From an optimization exercise on the open Yosys and OpenROAD flow, aimed at small area; shortcuts taken in it are not production practice. At most, simulation tests tie the RTL to the original design; equivalence was not proved. Power and IR drop assume default switching activity.

// tag_mem_arb
module tag_mem_arb
#(
    parameter int DATA_W     = 16,
    parameter int ADDR_W     = 6,
    parameter int NUM_CH     = 2,
    parameter int LOCK_DEPTH = tag_mem_pkg::DEF_LOCK_DEPTH,
    parameter logic [DATA_W-1:0] INIT_VAL = DATA_W'(tag_mem_pkg::DEF_INIT_VAL),
    localparam int DEPTH     = 2 ** ADDR_W,
    localparam int IDX_W     = tag_mem_pkg::clog2(NUM_CH)
) (
    input  logic                     clk,
    input  logic                     rst,
    input  logic [NUM_CH-1:0]        req_valid,
    output logic [NUM_CH-1:0]        req_ready,
    input  logic [NUM_CH-1:0]        req_we,
    input  logic [NUM_CH*ADDR_W-1:0] req_addr,
    input  logic [NUM_CH*DATA_W-1:0] req_wdata,
    output logic                     rsp_valid,
    output logic [IDX_W-1:0]         rsp_ch,
    output logic [DATA_W-1:0]        rsp_data,
    output logic                     rsp_err,
    input  logic                     i_lock,
    output logic                     o_locked
);
make LEC_CHECK=0 CAP_MARGIN=20 CORE_MARGIN=2 CORE_UTILIZATION=40 CTS_BUF_LIST=sky130_fd_sc_hd__clkbuf_8 CTS_CLUSTER_DIAMETER=50 CTS_CLUSTER_SIZE=16 SETUP_SLACK_MARGIN=0.2 SLEW_MARGIN=20 SYNTH_HIERARCHICAL=1 finish   # period 6.0 ns
run.sh (not shown) runs the stock make flow with config.mk's settings and CLKGATE_MAP_FILE= SYNTH_SCRIPT=/design/flow/synth_recipe.tcl, a recipe that flattens the netlist after the stock synthesis.
Then changed:
--- a/flow/config.mk
+++ b/flow/config.mk
@@ -9,7 +9,5 @@
 export CORE_MARGIN = 2
 export CORE_UTILIZATION = 40
-export CTS_BUF_LIST = sky130_fd_sc_hd__clkbuf_8
-export CTS_CLUSTER_DIAMETER = 50
-export CTS_CLUSTER_SIZE = 16
+export CTS_BUF_LIST = sky130_fd_sc_hd__clkbuf_4
 export SETUP_SLACK_MARGIN = 0.2
 export SLEW_MARGIN = 20
The changed run passed the timing, design-rule and antenna checks. Area after synthesis does not change. Power is higher by 7.3%. Global-route usage is higher by 0.59 points.
Then changed:
--- a/flow/config.mk
+++ b/flow/config.mk
@@ -10,4 +10,6 @@
 export CORE_UTILIZATION = 40
 export CTS_BUF_LIST = sky130_fd_sc_hd__clkbuf_4
+export CTS_CLUSTER_DIAMETER = 45
+export CTS_CLUSTER_SIZE = 9
 export SETUP_SLACK_MARGIN = 0.2
 export SLEW_MARGIN = 20
Outcome:
- The new run finished clean
- power went down by 14%
- clock power came out lower by about 35%
- die area stays the same
Then changed:
--- a/flow/config.mk
+++ b/flow/config.mk
@@ -9,7 +9,5 @@
 export CORE_MARGIN = 2
 export CORE_UTILIZATION = 40
-export CTS_BUF_LIST = sky130_fd_sc_hd__clkbuf_4
-export CTS_CLUSTER_DIAMETER = 45
-export CTS_CLUSTER_SIZE = 9
+export CTS_BUF_LIST = sky130_fd_sc_hd__clkbuf_2
 export SETUP_SLACK_MARGIN = 0.2
 export SLEW_MARGIN = 20
After rerunning:
- The new run went through all stages and came out clean
- wire length climbs by 2.2%
- final area climbs by 3.2%
- power climbs by 4.8%
- final cell count climbs by 5.8%
No functional check of the RTL was part of any run of this note.

job 4728:
The RTL this note starts from:
==> flow/design.v <==
package tag_mem_pkg;
    localparam logic RSP_OK  = 1'b0;
    localparam logic RSP_ERR = 1'b1;
    localparam int DEF_INIT_VAL   = 0;
    localparam int DEF_LOCK_DEPTH = 16;
    function automatic int clog2(input int n);
        int r;
        r = 0;
        for (int k = 0; k < 32; k++) begin
            if ((1 << r) < n) r++;
        end
        if (r < 1) r = 1;
        clog2 = r;
    endfunction
endpackage
module tag_rr_arbiter
#(
    parameter int NUM_CH = 2,
    localparam int IDX_W = tag_mem_pkg::clog2(NUM_CH)
) (
    input  logic              clk,
    input  logic              rst,
    input  logic [NUM_CH-1:0] i_req,
    input  logic              i_advance,
    output logic [NUM_CH-1:0] o_grant,
    output logic [IDX_W-1:0]  o_idx,
    output logic [IDX_W-1:0]  o_ptr
);
    logic [IDX_W-1:0] r_ptr;
    logic [IDX_W-1:0] w_cand;
    logic             w_found;
    always_comb begin
        o_grant = '0;
        o_idx   = '0;
        w_cand  = '0;
        w_found = 1'b0;
        for (int k = 0; k < NUM_CH; k++) begin
            w_cand = IDX_W'((int'(r_ptr) + k) % NUM_CH);
            if (!w_found && i_req[w_cand]) begin
                w_found         = 1'b1;
                o_grant[w_cand] = 1'b1;
                o_idx           = w_cand;
            end
        end
    end
    always_ff @(posedge clk or posedge rst) begin
        if (rst) begin
            r_ptr <= '0;
        end else if (i_advance) begin
            r_ptr <= IDX_W'((int'(o_idx) + 1) % NUM_CH);
        end
    end
    assign o_ptr = r_ptr;
endmodule
module tag_mem_arb
#(
    parameter int DATA_W     = 16,
    parameter int ADDR_W     = 6,
    parameter int NUM_CH     = 2,
    parameter int LOCK_DEPTH = tag_mem_pkg::DEF_LOCK_DEPTH,
    parameter logic [DATA_W-1:0] INIT_VAL = DATA_W'(tag_mem_pkg::DEF_INIT_VAL),
    localparam int DEPTH     = 2 ** ADDR_W,
    localparam int IDX_W     = tag_mem_pkg::clog2(NUM_CH)
) (
    input  logic                     clk,
    input  logic                     rst,
    input  logic [NUM_CH-1:0]        req_valid,
    output logic [NUM_CH-1:0]        req_ready,
    input  logic [NUM_CH-1:0]        req_we,
    input  logic [NUM_CH*ADDR_W-1:0] req_addr,
    input  logic [NUM_CH*DATA_W-1:0] req_wdata,
    output logic                     rsp_valid,
    output logic [IDX_W-1:0]         rsp_ch,
    output logic [DATA_W-1:0]        rsp_data,
    output logic                     rsp_err,
    input  logic                     i_lock,
    output logic                     o_locked
);
    logic [NUM_CH-1:0] w_grant;
    logic [IDX_W-1:0]  w_idx;
    logic [IDX_W-1:0]  w_ptr;
    logic              w_xfer;
    logic              w_we;
    logic [ADDR_W-1:0] w_addr;
    logic [DATA_W-1:0] w_wdata;
    logic              w_prot;
    logic              w_wr;
    logic [DATA_W-1:0] r_mem [DEPTH];
    logic [DEPTH-1:0]  r_valid;
    logic [ADDR_W-1:0] r_addr;
    logic              r_locked;
    tag_rr_arbiter #(.NUM_CH(NUM_CH)) u_arb (
        .clk       (clk),
        .rst       (rst),
        .i_req     (req_valid),
        .i_advance (w_xfer),
        .o_grant   (w_grant),
        .o_idx     (w_idx),
        .o_ptr     (w_ptr)
    );
    assign req_ready = w_grant;
    assign w_xfer    = |w_grant;
    assign w_we      = req_we[w_idx];
    assign w_addr    = req_addr[w_idx*ADDR_W +: ADDR_W];
    assign w_wdata   = req_wdata[w_idx*DATA_W +: DATA_W];
    assign w_prot    = r_locked && (int'(w_addr) < LOCK_DEPTH);
    assign w_wr      = w_xfer && w_we && !w_prot;
    assign w_wdatan  = ~w_wdata;
    always_ff @(posedge clk or posedge rst) begin
        if (rst) begin
            r_valid   <= '0;
            r_locked  <= 1'b0;
            rsp_valid <= 1'b0;
            rsp_ch    <= '0;
            rsp_err   <= tag_mem_pkg::RSP_OK;
        end else begin
            if (i_lock) r_locked <= 1'b1;
            rsp_valid <= w_xfer;
            if (w_xfer) begin
                rsp_ch  <= w_idx;
                rsp_err <= (w_we && w_prot) ? tag_mem_pkg::RSP_ERR : tag_mem_pkg::RSP_OK;
            end
            if (w_wr) r_valid[w_addr] <= 1'b1;
        end
    end
    always_ff @(posedge clk) begin
        if (w_xfer) r_addr <= w_addr;
    end
    logic [DEPTH-1:0] w_wseln;
    logic [DATA_W-1:0] w_wdatan;
    logic [DEPTH-1:0] w_rsel;
    logic [DATA_W-1:0] w_rdata;
    always_comb begin
        for (int i = 0; i < DEPTH; i++) begin
            w_wseln[i] = !(w_wr && (w_addr == ADDR_W'(i)));
            w_rsel[i] = r_valid[i] && (r_addr == ADDR_W'(i));
        end
    end
    logic [DEPTH*DATA_W-1:0] w_q;
    logic [DEPTH*DATA_W-1:0] w_d;
    tag_mem_wmux #(.DATA_W(DATA_W), .DEPTH(DEPTH)) u_wmux (
        .i_seln   (w_wseln),
        .i_wdatan (w_wdatan),
        .i_q     (w_q),
        .o_d     (w_d)
    );
    for (genvar i = 0; i < DEPTH; i++) begin : g_word
        assign w_q[i*DATA_W +: DATA_W] = r_mem[i];
        always_ff @(posedge clk) begin
            r_mem[i] <= w_d[i*DATA_W +: DATA_W];
        end
    end
    tag_mem_rmux #(.DATA_W(DATA_W), .DEPTH(DEPTH)) u_rmux (
        .i_sel  (w_rsel),
        .i_q    (w_q),
        .o_data (w_rdata)
    );
    assign rsp_data = w_rdata | (INIT_VAL & {DATA_W{~|w_rsel}});
    assign o_locked = r_locked;
    logic w_unused;
    assign w_unused = ^w_ptr;
endmodule
module tag_mem_wmux
#(
    parameter int DATA_W = 16,
    parameter int DEPTH  = 64
) (
    input  logic [DEPTH-1:0]        i_seln,
    input  logic [DATA_W-1:0]       i_wdatan,
    input  logic [DEPTH*DATA_W-1:0] i_q,
    output logic [DEPTH*DATA_W-1:0] o_d
);
    logic [DEPTH*DATA_W-1:0] w_seln_bits;
    logic [DEPTH*DATA_W-1:0] w_wdatan_bits;
    logic [DEPTH*DATA_W-1:0] w_hold_n;
    for (genvar i = 0; i < DEPTH; i++) begin : g_word
        assign w_seln_bits[i*DATA_W +: DATA_W]   = {DATA_W{i_seln[i]}};
        assign w_wdatan_bits[i*DATA_W +: DATA_W] = i_wdatan;
    end
    tag_mem_nand2 #(.W(DEPTH*DATA_W)) u_hold (
        .i_a (i_q),
        .i_b (w_seln_bits),
        .o_y (w_hold_n)
    );
    tag_mem_o21ai #(.W(DEPTH*DATA_W)) u_next (
        .i_a1 (w_wdatan_bits),
        .i_a2 (w_seln_bits),
        .i_b1 (w_hold_n),
        .o_y  (o_d)
    );
endmodule
module tag_mem_nand2
#(
    parameter int W = 1
) (
    input  logic [W-1:0] i_a,
    input  logic [W-1:0] i_b,
    output logic [W-1:0] o_y
);
    assign o_y = ~(i_a & i_b);
endmodule
module tag_mem_o21ai
#(
    parameter int W = 1
) (
    input  logic [W-1:0] i_a1,
    input  logic [W-1:0] i_a2,
    input  logic [W-1:0] i_b1,
    output logic [W-1:0] o_y
);
    assign o_y = ~((i_a1 | i_a2) & i_b1);
endmodule
module tag_mem_rmux
#(
    parameter int DATA_W = 16,
    parameter int DEPTH  = 64,
    localparam int NGRP  = DEPTH / 3,
    localparam int NREST = DEPTH - 3 * NGRP
) (
    input  logic [DEPTH-1:0]        i_sel,
    input  logic [DEPTH*DATA_W-1:0] i_q,
    output logic [DATA_W-1:0]       o_data
);
    logic [NGRP*DATA_W-1:0] w_grp_n;
    for (genvar g = 0; g < NGRP; g++) begin : g_grp
        tag_mem_aoi222 #(.W(DATA_W)) u_aoi (
            .i_a1 ({DATA_W{i_sel[3*g]}}),
            .i_a2 (i_q[(3*g)*DATA_W +: DATA_W]),
            .i_b1 ({DATA_W{i_sel[3*g+1]}}),
            .i_b2 (i_q[(3*g+1)*DATA_W +: DATA_W]),
            .i_c1 ({DATA_W{i_sel[3*g+2]}}),
            .i_c2 (i_q[(3*g+2)*DATA_W +: DATA_W]),
            .o_y  (w_grp_n[g*DATA_W +: DATA_W])
        );
    end
    always_comb begin
        o_data = '0;
        for (int g = 0; g < NGRP; g++) o_data = o_data | ~w_grp_n[g*DATA_W +: DATA_W];
        for (int k = 3 * NGRP; k < DEPTH; k++)
            o_data = o_data | ({DATA_W{i_sel[k]}} & i_q[k*DATA_W +: DATA_W]);
    end
endmodule
module tag_mem_aoi222
#(
    parameter int W = 1
) (
    input  logic [W-1:0] i_a1,
    input  logic [W-1:0] i_a2,
    input  logic [W-1:0] i_b1,
    input  logic [W-1:0] i_b2,
    input  logic [W-1:0] i_c1,
    input  logic [W-1:0] i_c2,
    output logic [W-1:0] o_y
);
    assign o_y = ~((i_a1 & i_a2) | (i_b1 & i_b2) | (i_c1 & i_c2));
endmodule
clock: 6.0 ns
lec_check: 0
cap_margin: 20
core_margin: 2
core_utilization: 40
cts_buf_list: sky130_fd_sc_hd__clkbuf_8
cts_cluster_diameter: 60
cts_cluster_size: 18
setup_slack_margin: 0.05
slew_margin: 20
synth_hierarchical: 1
standard.sh (not shown) runs the stock make flow with config.mk's settings and CLKGATE_MAP_FILE= SYNTH_SCRIPT=/design/flow/synth_recipe.tcl, a recipe that flattens the netlist after the stock synthesis.
==> flow/flow/run.sh <==
#!/bin/bash
set -euo pipefail
export BUFFER_PORTS_ARGS="-buffer_cell sky130_fd_sc_hd__buf_1"
export CTS_ARGS="-sink_clustering_enable -repair_clock_nets -buf_list sky130_fd_sc_hd__clkbuf_8 -sink_clustering_size 18 -sink_clustering_max_diameter 60 -dont_use_dummy_load"
bash standard.sh finish > flow.log 2>&1
Looking at the reports, job 4728 completed the entire flow and the layout it produced met the timing, design-rule and antenna checks.
Relative to job 4728, the following input files were edited for job 8686:
Settings: changing SETUP_SLACK_MARGIN from 0.05 to 0.2.
==> flow/flow/run.sh <==
#!/bin/bash
set -euo pipefail
export BUFFER_PORTS_ARGS="-buffer_cell sky130_fd_sc_hd__buf_2"
export CTS_ARGS="-sink_clustering_enable -repair_clock_nets -buf_list sky130_fd_sc_hd__clkbuf_8 -sink_clustering_size 18 -sink_clustering_max_diameter 60 -dont_use_dummy_load"
bash standard.sh finish > flow.log 2>&1
==> results.txt <==
Where register-to-register slack is concerned, job 4728 is outperformed by job 8686. | global router's overall resource usage | higher: job 4728 |. Compared with job 4728, in job 8686 non-clock buffer count in the final layout went up by 3.4%, post-route cell area was more or less identical, count of vias placed by the detailed router went down by 140. Job 4728 and job 8686 ended up with nearly the same power. Lower layout clock buffer count was reported by job 8686, not job 4728. Setup slack: job 8686 less than job 4728. Setup clock skew after layout in job 8686 is 0.018 ns above job 4728. Leakage power figure in job 8686 is about 1.5% above job 4728.
diff inputs: job 8686 => job 3625
Settings: CTS_CLUSTER_DIAMETER: 60 -> 50; CTS_CLUSTER_SIZE: 18 -> 16.
==> flow/flow/run.sh <==
#!/bin/bash
set -euo pipefail
export BUFFER_PORTS_ARGS="-buffer_cell sky130_fd_sc_hd__buf_2"
export CTS_ARGS="-sink_clustering_enable -repair_clock_nets -buf_list sky130_fd_sc_hd__clkbuf_8 -sink_clustering_size 16 -sink_clustering_max_diameter 50 -dont_use_dummy_load"
export RECOVER_POWER=100
bash standard.sh finish > flow.log 2>&1
Notes after the runs:
Job 8686 has a lower max-capacitance violation count than job 3625.
| average wire length per cell after detail routing | job 8686 vs job 3625 | ≈ equal |
Job 8686 -> job 3625: core region area delta 0, exact match
Where setup slack is concerned, job 8686 is better than job 3625.
Final area: job 3625 worse than job 8686
In job 3625 the met2 usage turned out 0.44 points higher than in job 8686.
Complete run, failing final checks: job 3625, reason capacitance limit, slew limit.
Going from job 8686 to job 3625, the fraction of area in registers was found to have gone down by 0.32 points.
Cmp job 3625 vs job 8686: utilization higher in job 3625
Combinational share of power for job 3625 is lower than for job 8686.
Here is what was changed in the inputs of job 5496 compared with job 3625.
Settings: PLACE_DENSITY: unset -> 0.7; CTS_BUF_LIST: sky130_fd_sc_hd__clkbuf_8 -> sky130_fd_sc_hd__clkbuf_16; CTS_CLUSTER_SIZE: 16 -> 28; CTS_CLUSTER_DIAMETER: 50 -> 70; CORE_UTILIZATION: 40 -> 55.
==> flow/flow/run.sh <==
#!/bin/bash
set -euo pipefail
export BUFFER_PORTS_ARGS="-buffer_cell sky130_fd_sc_hd__buf_2"
export CTS_ARGS="-sink_clustering_enable -repair_clock_nets -buf_list sky130_fd_sc_hd__clkbuf_16 -sink_clustering_size 28 -sink_clustering_max_diameter 70 -dont_use_dummy_load"
bash standard.sh finish > flow.log 2>&1
==> results.txt <==
- Job 5496 ran to completion and came out clean on the timing, design-rule and antenna checks.
- Fraction of power spent switching nets: job 5496 < job 3625
- Summary — post-CTS clock slew at the launch and capture registers of the worst setup and hold paths, job 5496 relative to job 3625: higher, by 0.03 ns.
- Diff job 3625 -> job 5496 | setup slack of the critical path after layout | increase of 0.29 ns
- Looking only at smallest hold slack, and setting everything else aside, the lower value of job 5496 and job 3625 goes to job 3625.
- Minimum period implied by the final worst setup slack: job 5496 and job 3625 compared, higher one is job 3625
- Taking job 3625 as the reference point, the non-clock buffer count of job 5496 falls by 1.
- Job 5496: wire length lower than job 3625
- Compared with job 3625, job 5496 shows a lower placed instance area.
- Across both runs, utilization of the core after routing was higher for job 5496 than for job 3625.
diff inputs: job 5496 => job 271
Settings: CTS_CLUSTER_DIAMETER now 45, was 70; CORE_UTILIZATION now 40, was 55; CTS_BUF_LIST now sky130_fd_sc_hd__clkbuf_4, was sky130_fd_sc_hd__clkbuf_16; CTS_CLUSTER_SIZE now 9, was 28; PLACE_DENSITY no longer set, was 0.7.
==> flow/run.sh (new file) <==
#!/bin/bash
# synth_recipe.tcl (not shown) runs the flow's synth.tcl, then flattens the netlist and writes it again
# the make line also repeats each setting of config.mk as NAME=value (left out here)
make -C /OpenROAD-flow-scripts/flow DESIGN_CONFIG=/design/flow/config.mk WORK_HOME=/design/flow/orfs CLKGATE_MAP_FILE= SYNTH_SCRIPT=/design/flow/synth_recipe.tcl finish
removed: flow/flow/run.sh
removed: flow/standard.sh
[summary]
- Job 271 has completed all stages; timing, DRC and antenna checks passed.
- [compare] base=job 5496 new=job 271: met3 capacity usage during global routing went down 0.55 points; width of the die grew by about 17%; highest ir drop seen on vdd went down; fraction of power spent switching nets climbed 1.7 points; detailed-route wire length per cell saw a decrease.
- Global-route wire length before repair, job 5496 and job 271, higher one = job 271.
- Sort job 5496 and job 271 by initial antenna violation count desc -> top: job 271
- Compared to job 5496, the routing of job 271 uses more wire.
- Higher critical path depth goes to job 5496 over job 271.
- Looking at highest layer used for signal routing, the met4 result is from job 5496; the met5 one comes from job 271.
For job 2734, these inputs were changed with respect to job 271:
Settings: CTS_CLUSTER_SIZE now 16, was 9; CTS_BUF_LIST now sky130_fd_sc_hd__clkbuf_8, was sky130_fd_sc_hd__clkbuf_4; CTS_CLUSTER_DIAMETER now 50, was 45; GPL_TIMING_DRIVEN now 0, previously not set.
==> flow/flow/run.sh (new file) <==
#!/bin/bash
set -euo pipefail
export BUFFER_PORTS_ARGS="-buffer_cell sky130_fd_sc_hd__buf_2"
export CTS_ARGS="-sink_clustering_enable -repair_clock_nets -buf_list sky130_fd_sc_hd__clkbuf_8 -sink_clustering_size 16 -sink_clustering_max_diameter 50 -dont_use_dummy_load"
bash standard.sh finish > flow.log 2>&1
==> flow/standard.sh (new file) <==
#!/bin/bash
# synth_recipe.tcl (not shown) runs the flow's synth.tcl, then flattens the netlist and writes it again
# the make line also repeats each setting of config.mk as NAME=value (left out here)
make -C /OpenROAD-flow-scripts/flow DESIGN_CONFIG=/design/flow/config.mk WORK_HOME=/design/flow/orfs CLKGATE_MAP_FILE= SYNTH_SCRIPT=/design/flow/synth_recipe.tcl "${@:-finish}"
removed: flow/run.sh
--- outcome ---
Wire length reported by the detailed router: job 2734 vs job 271 down 8.2 mm
Looking at job 2734 and job 271, the area of all placed cells without fillers is a wash.
Compared with job 271, job 2734 shows met1 track demand over resource in global routing lower by 4.5 points.
Job 271 has a higher average wire length per cell after detail routing than job 2734.
Looking at job 2734 and job 271, the layout buffering overhead excluding clock cells is a wash.
Job 2734 vs job 271 on fmax: job 2734 is the lower one.
Area overhead of the layout relative to synthesis: job 2734 vs job 271, no meaningful difference

[what the ideal ports hide]
The results above use ideal ports. As a check the final layouts listed here were re-extracted and re-timed, cells and wires unchanged. Step 1, drivers: a clkbuf_16 drives clk and a buf_2 each remaining input, both assumed. Step 2 moves the port delays by t, midway between the first and last clock arrival at a register: inputs arrive t later, outputs are due t later. That takes back most of the time a late clock gives input paths. Three values: ideal ports, drivers, drivers and shift; two values: the first two.
run | t (ns) | slack for setup (ns) | worst setup path at the end
the first run of note 1 | 0.855 | 0.217 / 0.156 / 0.858 | input to register
the second run of note 1 | 1.187 | 0.147 / 0.083 / 0.779 | input to register
the third run of note 1 | 1.127 | 0.164 / 0.099 / 0.795 | input to register
the fourth run of note 1 | 1.526 | 0.108 / 0.049 / 0.754 | input to register
job 4728 | 0.784 | 0.296 / 0.236 / 1.020 | register to output
job 8686 | 0.770 | 0.237 / 0.175 / 0.945 | register to output
job 3625 | 0.804 | 0.039 / -0.026 / -0.178 | input to register
job 5496 | 0.693 | 0.330 / 0.262 / 0.954 | register to output
job 271 | 1.130 | 0.233 / 0.170 / 0.965 | input to register
job 2734 | 0.796 | 0.202 / 0.140 / -0.285 | input to register
The setup slack of job 2734, which loses most, moves by -0.062 ns with the drivers and by -0.487 ns with both steps.
